This is an optimization exercise on Yosys and OpenROAD, whose aim is small area, a short achievable clock period and few clock cycles per item, not a production implementation.
Function was checked by simulation only, so behaviour that the tests miss may differ from the original.
No activity file was given, so power comes from the tool's default toggle rates.

==> flow/design.v, too long to show whole: its modules and the start of the top module <==
// module hls_pipe_mul: 910 lines
// module hls_dot_kernel: 121 lines
module hls_dot_kernel (
  input  logic        clk,
  input  logic        reset,
  input  logic        start,
  input  logic [3:0]  len,
  input  logic        wr_en,
  input  logic        wr_sel,
  input  logic [2:0]  wr_addr,
  input  logic [31:0] wr_data,
  output logic        busy,
  output logic        finished,
  output logic [31:0] return_val
);
  // ...
==> flow/flow/run.sh <==
#!/bin/bash
# The standard layout (the standard.sh, synthesis unchanged), except that
# buffer_ports buffers the ports with buf_4 cells instead of the delay buffer
# it picks by itself. make's whole output goes to flow_make.log; ORFS keeps
# each step's log under orfs/logs/.
set -euo pipefail
bash standard.sh "BUFFER_PORTS_ARGS=-buffer_cell sky130_fd_sc_hd__buf_4" finish > flow_make.log 2>&1
==> flow/standard.sh <==
#!/bin/bash
# synth_recipe.tcl (not shown) runs the flow's synth.tcl, then flattens the netlist and writes it again
# the make line also repeats each setting of config.mk as NAME=value (left out here)
make -C /OpenROAD-flow-scripts/flow DESIGN_CONFIG=/design/flow/config.mk WORK_HOME=/design/flow/orfs CLKGATE_MAP_FILE= SYNTH_SCRIPT=/design/flow/synth_recipe.tcl "${@:-finish}"
==> flow/config.mk <==
export PLATFORM = sky130hd
export DESIGN_NAME = hls_dot_kernel
export DESIGN_NICKNAME = hls_dot_kernel
export VERILOG_FILES = /design/flow/design.v
export SDC_FILE = /design/flow/constraint.sdc
export NUM_CORES = 4
export LEC_CHECK = 0
export CAP_MARGIN = 20
export CORE_MARGIN = 2
export CORE_UTILIZATION = 40
export SETUP_SLACK_MARGIN = 4.6
export SLEW_MARGIN = 20
==> flow/constraint.sdc <==
create_clock -name core_clock -period 8.0 [get_ports {clk}]
set_input_delay 1.6000 -clock core_clock [delete_from_list [all_inputs] [get_ports {clk}]]
set_output_delay 1.6000 -clock core_clock [all_outputs]
set_load 0.01 [all_outputs]
==> qor.csv, run 1 <==
metric,value,unit
cts_buffer_depth,3,
hold-path-cell-count,0,
die_w,317.8,um
cap_violations,0,
peakVddDrop,0.0003665,V
largest_cell_class,sequential cells,
fmax,281.1,MHz
synth_warnings,2,
switching_power,7.472,mW
status,finished clean,
dpl-instance-area,0.04131,mm^2
p_clk,3.89,mW
r2r_setup_slack,4440,ps
ys.flop_type,edfxtp_1,
drtAntennaViolNets,0,
grt.overflow.total,0,
die_area,0.1010,mm^2
end_kind,register,
n_all_inverters,226,
period_needed,3557,ps
routed_wl,101300,um
multi_input_area,0.01740,mm^2
dieHeight,317.8,um
grtUsageMet2,0.3334,
core-area,0.09799,mm^2
tightest_slew,878.6,ps
synth_xor_area_frac,0.07936,
power_density,419.0,mW/mm^2
final_cell_mix,"554 x edfxtp_1, 234 x a22oi_1, 211 x inv_1, 201 x fa_1, 191 x xnor2_1",
p_comb,9.94,mW
synth_fp_nets,3083,
rsz0062_at_grt,yes,
synth_edf_count,554,
reg2reg_depth,15,
grt_use_met3,0.03133,
root_buffer,clkbuf_16,
cts_buffers,84,
synth_top_area_share,0.4222,
critPathKind,register to register,
powerSeq,5.37,mW
Testbench counts, summed over its fixed seeds: cycles 4,726, items 384.
==> run 2, diff against run 1 <==
--- a/flow/config.mk
+++ b/flow/config.mk
@@ -9,4 +9,6 @@
 export CORE_MARGIN = 2
 export CORE_UTILIZATION = 40
+export CTS_BUF_LIST = sky130_fd_sc_hd__clkbuf_8 sky130_fd_sc_hd__clkbuf_16
+export CTS_CLUSTER_SIZE = 30
 export SETUP_SLACK_MARGIN = 4.6
 export SLEW_MARGIN = 20
==> run 2 against run 1 <==
Still clean on timing, DRC and antenna; via count barely moved; final area barely moved; area after synthesis did not move; global-route usage barely moved; critical path type unchanged; largest cell class unchanged.
==> qor.csv, run 2 <==
metric,value,unit,change
dp_cells,3968,,unchanged
root_buffer,clkbuf_16,,unchanged
sequentialPowerShare,0.280,,about the same
grt_usage,0.1983,,was 0.1982
tightest_slew,866.2,ps,was 878.6 ps
post_drt_wl_per_cell,24.12,um,was 24.10 um
critPathLaunchType,register,,unchanged
die_w,317.8,um,unchanged
antenna_found_initial,0,,unchanged
synth_fp_nets,3083,,unchanged
die_area,0.1010,mm^2,unchanged
synth_edf_count,554,,unchanged
vias_per_cell,5.512,,was 5.510
grt_pass1_vias,24490,,was 24480
finalCritPeriodShare,0.4451,,was 0.4446
ys.flop_type,edfxtp_1,,unchanged
status,finished clean,,unchanged
end_kind,register,,unchanged
critPathKind,register to register,,unchanged
combPwrFrac,0.519,,was 0.518
drt_iter0_markers,1968,,was 2061
io_buffers,77,,unchanged
worstReg2RegStart,u_mul.r_s[23],,unchanged
cp-endpoint,r_ret[28],,unchanged
synth_warnings,2,,unchanged
top_regs,"r_mem_x (256), r_mem_y (256), u_mul.r_s (92)",,unchanged
switching_power,7.485,mW,was 7.472 mW
worstPathMaxFanout,4,,unchanged
maxSlewViolCount,0,,unchanged
r2r_setup_slack,4440,ps,about the same
fill_cells,8330,,unchanged
r2r-end,r_ret[28],,unchanged
ys_ff_latch,774,,unchanged
ys_seq_area_frac,0.5340,,unchanged
period_needed,3561,ps,was 3557 ps
peakVddDrop,0.0003672,V,was 0.0003665 V
path_clk_slew,60,ps,about the same
syn-cell-area,0.03940,mm^2,unchanged
cts_buffer_depth,3,,unchanged
grt_max_degree,92,,unchanged
antenna_cells,0,,unchanged
cts_buffers,84,,unchanged
final_common_cell,edfxtp_1,,unchanged
routed_wl,101400,um,was 101300 um
drc,0,,unchanged
synthDominantAreaCellType,edfxtp_1,,unchanged
p_sw_frac,0.3902,,was 0.3891
htree_levels,3,,unchanged
fin_tns_setup,0,ps,unchanged
final_cells,4204,,unchanged
reg2reg_depth,15,,unchanged
synthCells,2753,,unchanged
p_leak,16.50,nW,was 16.40 nW
hold_viol_final,0,,unchanged
clk_latency,660,ps,about the same
rows,115,,unchanged
dieHeight,317.8,um,unchanged
slew_headroom,0.4226,,was 0.4143
power_density,418.5,mW/mm^2,was 419.0 mW/mm^2
async_flop_share,0,,unchanged
worstSetupStartpoint,u_mul.r_s[23],,unchanged
ys_top_cells_by_area,"edfxtp_1 42%, dfxtp_1 11%, fa_1 11%, mux4_2 7.0%, a22oi_1 4.9%",,unchanged
clock_power_share,0.201,,was 0.202
clock_sinks,774,,unchanged
cap_violations,0,,unchanged
dp_hpwl,61560,um,unchanged
synth_most_common_cell,edfxtp_1,,unchanged
grt_pass1_wl,152900,um,about the same
ys_types,69,,unchanged
syn_to_final_growth,16.34,%,was 16.35%
fmax,280.9,MHz,was 281.1 MHz
synth_top_area_share,0.4222,,unchanged
internal-power,11.70,mW,was 11.73 mW
vias,23170,,was 23160
drive_above_1_share,0.2444,,was 0.2448
total_power,19.18,mW,was 19.21 mW
ios,78,,unchanged
drtAntennaViolNets,0,,unchanged
postCtsHoldBufs,0,,unchanged
netlist_top_cells_count,"554 x edfxtp_1, 257 x a22oi_1, 225 x inv_1",,unchanged
core-area,0.09799,mm^2,unchanged
rsz0062_at_grt,yes,,unchanged
cts_tree,done,,unchanged
place_congestion,0.8604,,unchanged
setup_violations,0,,unchanged
first_pass_iters,8,,was 5
seqCellArea,0.02119,mm^2,unchanged
hp-class,register to register,,unchanged
worstPathRequired,8380,ps,was 8370 ps
grt.overflow.total,0,,unchanged
final_cell_mix,"554 x edfxtp_1, 235 x inv_1, 234 x a22oi_1, 201 x fa_1, 191 x xnor2_1",,"was 554 x edfxtp_1, 234 x a22oi_1, 211 x inv_1, 201 x fa_1, 191 x xnor2_1"
initial_utilization,0.4021,,unchanged
avgSynthCellArea,14.31,um^2,unchanged
multi_input_area,0.01740,mm^2,unchanged
critPathArrivalTime,3940,ps,was 3930 ps
nets,3177,,unchanged
skew,55.28,ps,was 53.39 ps
==> run 2: cell counts after synthesis <==
Identical to the previous run, type by type.
==> run 2: power by group through the flow <==
stage | registers (mW) | clock network, mW | logic, mW
after detailed placement | 5.48 | 0 | 8.14
after CTS | 5.37 | 3.95 | 9.34
after global placement | 5.48 | 0 | 7.96
after global routing | 5.40 | 4.10 | 11.0
final | 5.38 | 3.85 | 9.95
after floorplan | 5.28 | 0 | 6.11
==> run 2: cells by family after synthesis <==
family          synth area share
mux                      0.09584
fa+ha+maj                 0.1322
xor+xnor                 0.07936
flops                     0.5340
buf+inv                  0.04503
compound gates           0.07825
simple gates             0.03531
==> run 2: worst max-delay path: stages (launching register included) <==
cell	delay [ps]
dfxtp_1	330
inv_1	60
fa_2	550
inv_2	50
fa_1	540
ha_4	220
buf_4	130
buf_6	120
a21oi_4	160
o211ai_1	140
a21boi_1	230
o31ai_2	90
buf_4	160
a21oi_4	210
a211oi_2	120
xor2_1	160
==> run 2: how the worst min path moves through the flow <==
stage	start	endpoint	slack (ps)	depth (start not counted)
after floorplan	r_clr1	r_clr2	310	0
final	r_clr1	r_clr2	320	0
after global placement	r_clr1	r_clr2	320	0
after CTS	r_clr1	r_clr2	330	0
after detailed placement	r_clr1	r_clr2	310	0
after global routing	r_clr1	r_clr2	330	0
==> run 2: stage by stage <==
step	utilization	worst slack, ps	hold slack (ps)	area (um^2)
after floorplan	-	4462	309.6	39690
after global placement	0.4216	3480	318.5	41310
after detailed placement	0.4216	3500	313.5	41310
after CTS	0.4640	4377	325.2	45470
after global routing	0.4678	4329	329.5	45840
final	0.4678	4440	323.2	45840
==> run 2: routing by layer <==
metal  part of all wire  global-route usage
met1               0.42              0.2611
met4              0.033             0.06910
met5                  0                   0
met2               0.49              0.3334
met3              0.058             0.03133
==> run 2: layout make-up <==
class	instances	area share
Clock buffer	94	0.04935
Multi-Input combinational cell	1555	0.3796
Sequential cell	774	0.4622
Tap cell	1287	0.03513
Inverter	226	0.01859
Clock inverter	62	0.01160
Timing Repair Buffer	206	0.04346
==> run 2: repair_timing <==
action	CTS	global route
pin swaps	53	46
endpoints found under the setup margin	112	59
resized for setup	191	70
buffers inserted	58	14
cloned	6	2
==> run 3, diff against run 2 <==
==> flow/flow/run.sh (replaced) <==
#!/bin/bash
# The standard layout (standard.sh) with two changes: buffer_ports buffers
# the ports with buf_4 cells instead of the delay buffer it picks by itself,
# and synthesis leaves full and half adders to abc (no ADDER_MAP_FILE) instead
# of mapping them to the slow fa/ha cells. Registers are untouched. make's
# whole output goes to flow_make.log; ORFS keeps each step's log in orfs/logs/.
set -euo pipefail
bash standard.sh "BUFFER_PORTS_ARGS=-buffer_cell sky130_fd_sc_hd__buf_4" "ADDER_MAP_FILE=" finish > flow_make.log 2>&1
--- a/flow/config.mk
+++ b/flow/config.mk
@@ -9,6 +9,4 @@
 export CORE_MARGIN = 2
 export CORE_UTILIZATION = 40
-export CTS_BUF_LIST = sky130_fd_sc_hd__clkbuf_8 sky130_fd_sc_hd__clkbuf_16
-export CTS_CLUSTER_SIZE = 30
 export SETUP_SLACK_MARGIN = 4.6
 export SLEW_MARGIN = 20
==> run 3 against run 2 <==
Combinational power grew 22%; register-to-register slack lost 1000 ps; first-iteration DRC count is 8.4% higher; die area is 2.1% higher; critical endpoint is now r_ret[31]; largest power group unchanged.
==> qor.csv, run 3 <==
metric,value,unit,change
status,finished clean,,unchanged
ys_types,69,,unchanged
fill_cells,8908,,was 8330
ys_seq_area_frac,0.5231,,was 0.5340
grt_usage,0.1944,,was 0.1983
slowest_delay,450,ps,was 550 ps
cts_buffers,84,,unchanged
skew,32.23,ps,was 55.28 ps
setup_violations,0,,unchanged
p_leak,15.32,nW,was 16.50 nW
ys_top_cells_by_area,"edfxtp_1 41%, xnor2_1 14%, dfxtp_1 11%, mux4_2 7.3%, a22oi_1 4.8%",,"was edfxtp_1 42%, dfxtp_1 11%, fa_1 11%, mux4_2 7.0%, a22oi_1 4.9%"
hold_viol_final,0,,unchanged
antenna_found_initial,4,,was 0
final_cell_area,0.04664,mm^2,was 0.04584 mm^2
grt_max_degree,129,,was 92
drtAntennaViolNets,0,,unchanged
vias_per_cell,5.378,,was 5.512
critPathArrivalTime,4930,ps,was 3940 ps
netlist_top_cells_count,"645 x xnor2_1, 554 x edfxtp_1, 277 x nand2_1",,"was 554 x edfxtp_1, 257 x a22oi_1, 225 x inv_1"
hold-path-cell-count,0,,unchanged
post_drt_wl_per_cell,21.68,um,was 24.12 um
critPathLaunchType,register,,unchanged
ios,78,,unchanged
cts_buffer_depth,3,,unchanged
synth_top_area_share,0.4136,,was 0.4222
place_congestion,0.8287,,was 0.8604
dieHeight,321.1,um,was 317.8 um
final_cell_mix,"633 x xnor2_1, 554 x edfxtp_1, 276 x nand2_1, 259 x a22oi_1, 190 x dfxtp_1",,"was 554 x edfxtp_1, 235 x inv_1, 234 x a22oi_1, 201 x fa_1, 191 x xnor2_1"
first_pass_iters,7,,was 8
die_w,321.1,um,was 317.8 um
drt_iter0_markers,2133,,was 1968
clk_latency,660,ps,about the same
cap_violations,0,,unchanged
fin_tns_setup,0,ps,unchanged
clock_sinks,774,,unchanged
ys_ff_latch,774,,unchanged
path_clk_slew,60,ps,about the same
worstPathMaxFanout,5,,was 4
synth_fp_nets,3261,,was 3083
final_common_cell,xnor2_1,,was edfxtp_1
whs_endpoint,r_clr2,,unchanged
crit_chain,"xor3_2, maj3_2, a32o_1, a211oi_2, a211oi_1, a311o_1, o21ai_4, o2111ai_1, and2_4, maj3_2, a31oi_4, nor3_2, buf_4, a21oi_4, o21bai_1, a31o_1, maj3_2, xnor2_2",,"was inv_1, fa_2, inv_2, fa_1, ha_4, buf_4, buf_6, a21oi_4, o211ai_1, a21boi_1, o31ai_2, buf_4, a21oi_4, a211oi_2, xor2_1"
drive_above_1_share,0.1928,,was 0.2444
syn_to_final_growth,15.97,%,was 16.34%
dp_cells,4456,,was 3968
synth_most_common_cell,xnor2_1,,was edfxtp_1
grt.overflow.total,0,,unchanged
worstReg2RegStart,u_mul.r_s[30],,was u_mul.r_s[23]
cts_tree,done,,unchanged
syn-cell-area,0.04022,mm^2,was 0.03940 mm^2
r2r_setup_slack,3430,ps,was 4440 ps
synth_edf_count,554,,unchanged
grt_pass1_wl,152700,um,was 152900 um
peakVddDrop,0.0003589,V,was 0.0003672 V
final_cells,4667,,was 4204
final_core_util,0.4671,,was 0.4678
reg2reg_depth,18,,was 15
critPathKind,register to register,,unchanged
vias,25100,,was 23170
fmax,219.0,MHz,was 280.9 MHz
dpl-instance-area,0.04281,mm^2,was 0.04131 mm^2
htree_levels,3,,unchanged
avgSynthCellArea,12.50,um^2,was 14.31 um^2
ys.flop_type,edfxtp_1,,unchanged
post-place-ws,2818,ps,was 3500 ps
hp-class,register to register,,unchanged
finalCritPeriodShare,0.5708,,was 0.4451
async_flop_share,0,,unchanged
worst_path_max_delay_cell,xor3_2,,was fa_2
root_buffer,clkbuf_16,,unchanged
r2r-end,r_ret[31],,was r_ret[28]
synthDominantAreaCellType,edfxtp_1,,unchanged
die_area,0.1031,mm^2,was 0.1010 mm^2
dp_hpwl,62370,um,was 61560 um
worst_slack,3434,ps,was 4440 ps
power_density,459.8,mW/mm^2,was 418.5 mW/mm^2
crit_top_cell,maj3_2,,
top_regs,"r_mem_x (256), r_mem_y (256), u_mul.r_s (92)",,unchanged
nets,3341,,was 3177
slew_headroom,0.2675,,was 0.4226
rsz0062_at_grt,yes,,unchanged
routed_wl,101200,um,was 101400 um
end_kind,register,,unchanged
period_needed,4566,ps,was 3561 ps
synthCells,3217,,was 2753
initial_utilization,0.4028,,was 0.4021
core-area,0.09986,mm^2,was 0.09799 mm^2
io_buffers,77,,unchanged
synth_warnings,2,,unchanged
grt_pass1_vias,24710,,was 24490
maxSlewViolCount,0,,unchanged
tightest_slew,1071,ps,was 866.2 ps
drc,0,,unchanged
worstHoldStart,r_clr1,,unchanged
rows,116,,was 115
worstPathRequired,8370,ps,was 8380 ps
-- run 3: layer usage --
metal  global-route usage  part of all wire  up-vias
li1                     -                 -    11850
met1               0.2639              0.45    12410
met2               0.3213              0.47      686
met3              0.03129             0.054      154
met4              0.05639             0.023        6
met5                    0           0.00040        -
-- run 3: area by class of cell --
type | count | area [um^2] | share of cell area
Clock inverter | 42 | 416.7 | 0.008932
Tap cell | 1298 | 1624 | 0.03482
Inverter | 49 | 183.9 | 0.003943
Multi-Input combinational cell | 2197 | 19330 | 0.4144
Clock buffer | 114 | 2286 | 0.04901
Antenna cell | 2 | 5.005 | 0.0001073
Sequential cell | 774 | 21080 | 0.4520
Timing Repair Buffer | 191 | 1717 | 0.03680
-- run 3: timing repair --
item | CTS | global route
cloned | 3 | 1
pin swaps | 13 | 4
endpoints found under the setup margin | 98 | 78
setup buffers | 32 | 17
resized for setup | 66 | 67
hold buffers | 0 | 0
-- run 3: how the worst max path moves through the flow --
stage / start / end / slack, ps
after floorplan: u_mul.r_s[34] / r_ret[31] / 3890
after global placement: r_clr2 / r_ret[31] / 2880
after detailed placement: r_clr2 / r_ret[31] / 2820
after CTS: u_mul.r_s[37] / r_ret[31] / 3440
after global routing: u_mul.r_s[30] / r_ret[31] / 3270
final: u_mul.r_s[30] / r_ret[31] / 3430
-- run 3: worst max-delay path, delay by kind of cell (launching register included) --
family                   cells  cell delay, ps
buffers and inverters        1             170
adder cells (fa/ha/maj)      3            1080
XOR/XNOR                     2             600
flip-flops                   1             320
AND/OR/NAND/NOR              2             240
AO/OA/AOI/OAI               10            1870
-- run 3: cells by family after synthesis --
kind of cell,after synthesis,share of synthesized area
AOI/OAI and AO/OA,503,0.08539
xor gates and xnor gates,811,0.1847
muxes,159,0.08007
and+or+nand+nor,548,0.05960
DFF,774,0.5231
buffers and inverters,246,0.02318
adders and majority gates,176,0.04396
-- run 3: where the power goes --
group	leakage, nW	switching (mW)	internal, mW
registers	6.83	0.392	5.17
logic	7.19	6.43	5.69
clock network	1.30	1.61	2.16
-- run 3: per-stage QoR --
step | power (mW) | hold WS [ps]
2_1_floorplan | 14.40 | 309.5
4_1_cts | 21.12 | 395.1
6_report | 21.45 | 395.2
3_5_place_dp | 16.46 | 387.8
5_1_grt | 22.91 | 394.7
3_3_place_gp | 16.39 | 392.1

==> static timing again, ports no longer ideal <==
In the flow no input, the clock included, has a driving cell. The finished layouts below were timed again as built, in two steps. Step 1 sets driving cells, clkbuf_16 on the clock port and buf_2 on the other inputs (assumed; they add their load-dependent delay and slew). Step 2 times the ports against the registers' clock, not the clock port: input delays grow and output delays shrink by t, the midpoint of the rising clock arrivals with the driver on. Three values: no drivers, after step 1, after step 2; two values: the first two.
| run | shift t [ns] | setup WS [ns] | slew at the worst register clock pin (ns) | worst data-port slew with drivers (ns) |
|---|---|---|---|---|
| run 1 | 0.706 | 4.443 / 4.443 / 3.981 | 0.06 / 0.06 | 0.07 |
| run 2 | 0.708 | 4.439 / 4.439 / 3.984 | 0.07 / 0.07 | 0.07 |
| run 3 | 0.714 | 3.434 / 3.434 / 3.434 | 0.07 / 0.07 | 0.09 |
After both steps every run listed still meets setup and hold. For run 1, which loses most, drivers alone change the setup slack by 0.000 ns; drivers and shift together by -0.462 ns.
